Source: an optimization exercise on an open RTL-to-GDS flow (aim: small area, a short achievable clock period and few clock cycles per item). Production flows keep margins and buffers that such runs may drop. Only simulation tests tie the RTL to the original design; equivalence was not proved.

Setup of alpha:
==> flow/design.v <==
`timescale 1ns/10ps
module dcache (
	input  logic        clk,
	input  logic        rst_n,
	input  logic        dp_ren,
	input  logic        dp_wen,
	input  logic        dp_atomic,
	input  logic        dp_halt,
	input  logic [31:0] dp_addr,
	input  logic [31:0] dp_store,
	output logic        dp_hit,
	output logic [31:0] dp_load,
	output logic        dp_flushed,
	output logic        mem_ren,
	output logic        mem_wen,
	output logic [31:0] mem_addr,
	output logic [31:0] mem_store,
	input  logic        mem_busy,
	input  logic [31:0] mem_load
);
	logic [7:0][1:0][1:0][31:0] dat_q;
	logic [7:0][1:0][25:0] tagn_q;
	logic [7:0][1:0] valid_q;
	logic [7:0][1:0] dirty_q;
	logic [7:0] lru_q;
	logic res_valid_q;
	logic [31:0] res_addr_q;
	logic [1:0] cnt_q;
	logic halted_q;
	logic fl_word_q;
	logic fl_any_q;
	logic [2:0] fl_set_q;
	logic fl_way_q;
	logic [25:0] a_tag;
	logic [2:0] a_set;
	logic a_w;
	assign a_tag = dp_addr[31:6];
	assign a_set = dp_addr[5:3];
	assign a_w = dp_addr[2];
	logic flush_mode;
	logic access;
	assign flush_mode = halted_q;
	assign access = (dp_ren | dp_wen) & ~flush_mode;
	logic fl_wen;
	logic fl_clr;
	logic [15:0] dmask;
	logic fl_any;
	logic [2:0] fl_set;
	logic fl_way;
	assign fl_wen = halted_q & fl_any_q;
	assign fl_clr = fl_wen & fl_word_q & ~mem_busy;
	always_comb begin
		dmask = valid_q & dirty_q;
		if (fl_clr) begin
			dmask[{fl_set_q, fl_way_q}] = 1'b0;
		end
		fl_any = |dmask;
		fl_set = '0;
		fl_way = 1'b0;
		for (int i = 15; i >= 0; i--) begin
			if (dmask[i]) begin
				fl_set = 3'(i >> 1);
				fl_way = i[0];
			end
		end
	end
	always_ff @(posedge clk) begin
		fl_any_q <= fl_any;
		fl_set_q <= fl_set;
		fl_way_q <= fl_way;
	end
	logic [2:0] r_set;
	logic r_word;
	assign r_set = flush_mode ? fl_set_q : a_set;
	assign r_word = flush_mode ? fl_word_q : (a_w ^ cnt_q[0]);
	logic [31:0] d0, d1;
	logic [7:0][1:0] rsel;
	always_comb begin
		for (int i = 0; i < 8; i++) begin
			for (int o = 0; o < 2; o++) begin
				rsel[i][o] = (r_set == 3'(i)) && (r_word == 1'(o));
			end
		end
		d0 = '0;
		d1 = '0;
		for (int i = 0; i < 8; i++) begin
			for (int o = 0; o < 2; o++) begin
				d0 = d0 | (dat_q[i][0][o] & {32{rsel[i][o]}});
				d1 = d1 | (dat_q[i][1][o] & {32{rsel[i][o]}});
			end
		end
	end
	logic lru_cur;
	logic vic_dirty;
	logic [1:0] way_hit;
	logic hit;
	logic [7:0] vd_set;
	always_comb begin
		for (int s = 0; s < 8; s++) begin
			vd_set[s] = lru_q[s] ? (valid_q[s][1] & dirty_q[s][1]) : (valid_q[s][0] & dirty_q[s][0]);
		end
	end
	assign lru_cur = lru_q[a_set];
	assign vic_dirty = vd_set[a_set];
	logic [7:0][1:0] match;
	always_comb begin
		for (int s = 0; s < 8; s++) begin
			for (int w = 0; w < 2; w++) begin
				match[s][w] = valid_q[s][w] & (tagn_q[s][w] == ~a_tag);
			end
		end
	end
	assign way_hit = match[a_set];
	assign hit = |way_hit;
	logic x_way;
	logic [25:0] x_tag;
	assign x_way = flush_mode ? fl_way_q : lru_cur;
	always_comb begin
		x_tag = '0;
		for (int i = 0; i < 8; i++) begin
			x_tag = x_tag | (~tagn_q[i][0] & {26{r_set == 3'(i) && !x_way}})
				| (~tagn_q[i][1] & {26{r_set == 3'(i) && x_way}});
		end
	end
	logic [1:0] step;
	logic miss;
	logic is_wb;
	logic is_rd;
	logic m_word;
	logic fin;
	assign step = {cnt_q[1] | ~vic_dirty, cnt_q[0]};
	assign miss = access & ~hit;
	assign is_wb = miss & ~step[1];
	assign is_rd = miss & step[1];
	assign m_word = a_w ^ step[1] ^ step[0];
	assign fin = step[1] & step[0];
	logic res_match;
	logic store_ok;
	logic fill_done;
	logic done;
	assign res_match = res_valid_q & (res_addr_q == dp_addr);
	assign store_ok = dp_wen & (~dp_atomic | res_match);
	assign fill_done = is_rd & ~mem_busy;
	assign done = access & (hit | (fin & ~mem_busy));
	assign dp_hit = done;
	assign dp_flushed = halted_q & ~fl_any_q;
	assign mem_ren = is_rd;
	assign mem_wen = is_wb | fl_wen;
	assign mem_addr = {(flush_mode | ~step[1]) ? x_tag : a_tag, r_set,
		flush_mode ? fl_word_q : m_word, 2'b00};
	assign mem_store = x_way ? d1 : d0;
	always_comb begin
		if (dp_wen & dp_atomic) begin
			dp_load = {31'b0, res_match};
		end else if (fin) begin
			dp_load = mem_load;
		end else begin
			dp_load = way_hit[1] ? d1 : d0;
		end
	end
	logic use_way;
	logic [31:0] wdata;
	logic hit_wr;
	assign use_way = hit ? way_hit[1] : lru_cur;
	assign hit_wr = access & hit & store_ok;
	assign wdata = (hit | (step[0] & store_ok)) ? dp_store : mem_load;
	always_ff @(posedge clk) begin
		for (int s = 0; s < 8; s++) begin
			for (int w = 0; w < 2; w++) begin
				for (int o = 0; o < 2; o++) begin
					if (a_set == 3'(s) && use_way == 1'(w) &&
						((hit_wr && a_w == 1'(o)) || (fill_done && m_word == 1'(o)))) begin
						dat_q[s][w][o] <= wdata;
					end
				end
				if (fill_done && fin && a_set == 3'(s) && lru_cur == 1'(w)) begin
					tagn_q[s][w] <= ~a_tag;
				end
			end
		end
		if (done && dp_ren && dp_atomic) begin
			res_addr_q <= dp_addr;
		end
		if (done) begin
			if (!hit) begin
				dirty_q[a_set][lru_cur] <= store_ok;
			end else if (store_ok) begin
				dirty_q[a_set][use_way] <= 1'b1;
			end
		end
		if (fl_clr) begin
			dirty_q[fl_set_q][fl_way_q] <= 1'b0;
		end
	end
	always_ff @(posedge clk, negedge rst_n) begin
		if (!rst_n) begin
			valid_q <= '0;
			lru_q <= '0;
			res_valid_q <= 1'b0;
			cnt_q <= '0;
			halted_q <= 1'b0;
			fl_word_q <= 1'b0;
		end else begin
			if (dp_halt) begin
				halted_q <= 1'b1;
			end
			if (done) begin
				cnt_q <= '0;
				lru_q[a_set] <= ~use_way;
				if (!hit) begin
					valid_q[a_set][lru_cur] <= 1'b1;
				end
				if (dp_atomic) begin
					res_valid_q <= dp_ren;
				end else if (dp_wen && res_match) begin
					res_valid_q <= 1'b0;
				end
			end else if (miss && !mem_busy) begin
				cnt_q <= cnt_q + 2'd1;
			end
			if (fl_wen && !mem_busy) begin
				fl_word_q <= ~fl_word_q;
			end
		end
	end
endmodule
==> flow/config.mk <==
export PLATFORM = sky130hd
export DESIGN_NAME = dcache
export DESIGN_NICKNAME = dcache
export VERILOG_FILES = /design/flow/design.v
export SDC_FILE = /design/flow/constraint.sdc
export NUM_CORES = 4
export LEC_CHECK = 0
export ABC_AREA = 1
export CAP_MARGIN = 20
export CORE_MARGIN = 2
export CORE_UTILIZATION = 60
export CTS_BUF_LIST = sky130_fd_sc_hd__clkbuf_4
export SETUP_SLACK_MARGIN = 2.0
export SLEW_MARGIN = 20
export TNS_END_PERCENT = 5
==> flow/constraint.sdc <==
create_clock -name core_clock -period 7.5 [get_ports {clk}]
set_input_delay 1.5000 -clock core_clock [delete_from_list [all_inputs] [get_ports {clk}]]
set_output_delay 1.5000 -clock core_clock [all_outputs]
set_load 0.01 [all_outputs]
run.sh (not shown) runs the stock make flow with config.mk's settings and CLKGATE_MAP_FILE= SYNTH_SCRIPT=/design/flow/synth_recipe.tcl, a recipe that flattens the netlist after the stock synthesis.
alpha ran to completion and came out clean on the timing, DRC and antenna checks.
Testbench counts of alpha, summed over its fixed seeds: cycles 18,969, accesses 8,000.
### alpha -> beta
diff --git a/flow/design.v b/flow/design.v
--- a/flow/design.v
+++ b/flow/design.v
@@ -18,9 +18,9 @@
 	input  logic        mem_busy,
 	input  logic [31:0] mem_load
 );
 	logic [7:0][1:0][1:0][31:0] dat_q;
-	logic [7:0][1:0][25:0] tagn_q;
+	logic [7:0][1:0][25:0] tag_q;
 	logic [7:0][1:0] valid_q;
 	logic [7:0][1:0] dirty_q;
 	logic [7:0] lru_q;
 	logic res_valid_q;
@@ -72,25 +72,14 @@
 	logic [2:0] r_set;
 	logic r_word;
 	assign r_set = flush_mode ? fl_set_q : a_set;
 	assign r_word = flush_mode ? fl_word_q : (a_w ^ cnt_q[0]);
+	logic [25:0] t0, t1;
 	logic [31:0] d0, d1;
-	logic [7:0][1:0] rsel;
-	always_comb begin
-		for (int i = 0; i < 8; i++) begin
-			for (int o = 0; o < 2; o++) begin
-				rsel[i][o] = (r_set == 3'(i)) && (r_word == 1'(o));
-			end
-		end
-		d0 = '0;
-		d1 = '0;
-		for (int i = 0; i < 8; i++) begin
-			for (int o = 0; o < 2; o++) begin
-				d0 = d0 | (dat_q[i][0][o] & {32{rsel[i][o]}});
-				d1 = d1 | (dat_q[i][1][o] & {32{rsel[i][o]}});
-			end
-		end
-	end
+	assign t0 = tag_q[r_set][0];
+	assign t1 = tag_q[r_set][1];
+	assign d0 = dat_q[r_set][0][r_word];
+	assign d1 = dat_q[r_set][1][r_word];
 	logic lru_cur;
 	logic vic_dirty;
 	logic [1:0] way_hit;
 	logic hit;
@@ -105,24 +94,18 @@
 	logic [7:0][1:0] match;
 	always_comb begin
 		for (int s = 0; s < 8; s++) begin
 			for (int w = 0; w < 2; w++) begin
-				match[s][w] = valid_q[s][w] & (tagn_q[s][w] == ~a_tag);
+				match[s][w] = valid_q[s][w] & (tag_q[s][w] == a_tag);
 			end
 		end
 	end
 	assign way_hit = match[a_set];
 	assign hit = |way_hit;
 	logic x_way;
 	logic [25:0] x_tag;
 	assign x_way = flush_mode ? fl_way_q : lru_cur;
-	always_comb begin
-		x_tag = '0;
-		for (int i = 0; i < 8; i++) begin
-			x_tag = x_tag | (~tagn_q[i][0] & {26{r_set == 3'(i) && !x_way}})
-				| (~tagn_q[i][1] & {26{r_set == 3'(i) && x_way}});
-		end
-	end
+	assign x_tag = x_way ? t1 : t0;
 	logic [1:0] step;
 	logic miss;
 	logic is_wb;
 	logic is_rd;
@@ -148,17 +131,22 @@
 	assign mem_wen = is_wb | fl_wen;
 	assign mem_addr = {(flush_mode | ~step[1]) ? x_tag : a_tag, r_set,
 		flush_mode ? fl_word_q : m_word, 2'b00};
 	assign mem_store = x_way ? d1 : d0;
+	logic [31:0] ld0, ld1;
 	always_comb begin
 		if (dp_wen & dp_atomic) begin
-			dp_load = {31'b0, res_match};
+			ld0 = {31'b0, res_match};
+			ld1 = {31'b0, res_match};
 		end else if (fin) begin
-			dp_load = mem_load;
+			ld0 = mem_load;
+			ld1 = mem_load;
 		end else begin
-			dp_load = way_hit[1] ? d1 : d0;
-		end
-	end
+			ld0 = d0;
+			ld1 = d1;
+		end
+	end
+	assign dp_load = way_hit[1] ? ld1 : ld0;
 	logic use_way;
 	logic [31:0] wdata;
 	logic hit_wr;
 	assign use_way = hit ? way_hit[1] : lru_cur;
@@ -173,9 +161,9 @@
 						dat_q[s][w][o] <= wdata;
 					end
 				end
 				if (fill_done && fin && a_set == 3'(s) && lru_cur == 1'(w)) begin
-					tagn_q[s][w] <= ~a_tag;
+					tag_q[s][w] <= a_tag;
 				end
 			end
 		end
 		if (done && dp_ren && dp_atomic) begin
Findings:
Average vias per placed instance: beta vs alpha down 12%. Number of placed cells counting well taps (beta over alpha): increase, 15%. Taking alpha as the reference point, the die area of beta rises by 9800 sq um. [compare] base=alpha new=beta: routed wire length lower; count of clock-buffer cells in the layout went up 15. Lower sequential share of layout area among beta and alpha: beta. In beta, the final setup slack of the worst path came out 340 ps above the value in alpha.
Testbench counts of beta, summed over its fixed seeds: cycles 18,969, accesses 8,000.

## port drivers added, routing unchanged
In the flow no input, the clock included, has a driving cell. The finished layouts below were timed again as built, in two steps. Step 1 assumes that a clkbuf_16 drives the clock port and a buf_2 every other input. Step 2 adds t to the input delays and takes it off the output delays; t is the mean of the earliest and latest rising clock arrival at the registers after step 1. Input paths then give back, and output paths get back, about the clock's delay inside the block. Three values: ideal, step 1, step 2; two values: the first two.
run | t (ns) | setup WS [ns] | pins driven straight from the clock port
alpha | 1.470 | 1.417 / 1.340 / 0.745 | 1
beta | 1.370 | 1.758 / 1.716 / 1.319 | 1
After both steps every run listed still meets setup and hold. For alpha, which loses most, drivers alone change the setup slack by -0.077 ns; drivers and shift together by -0.672 ns.
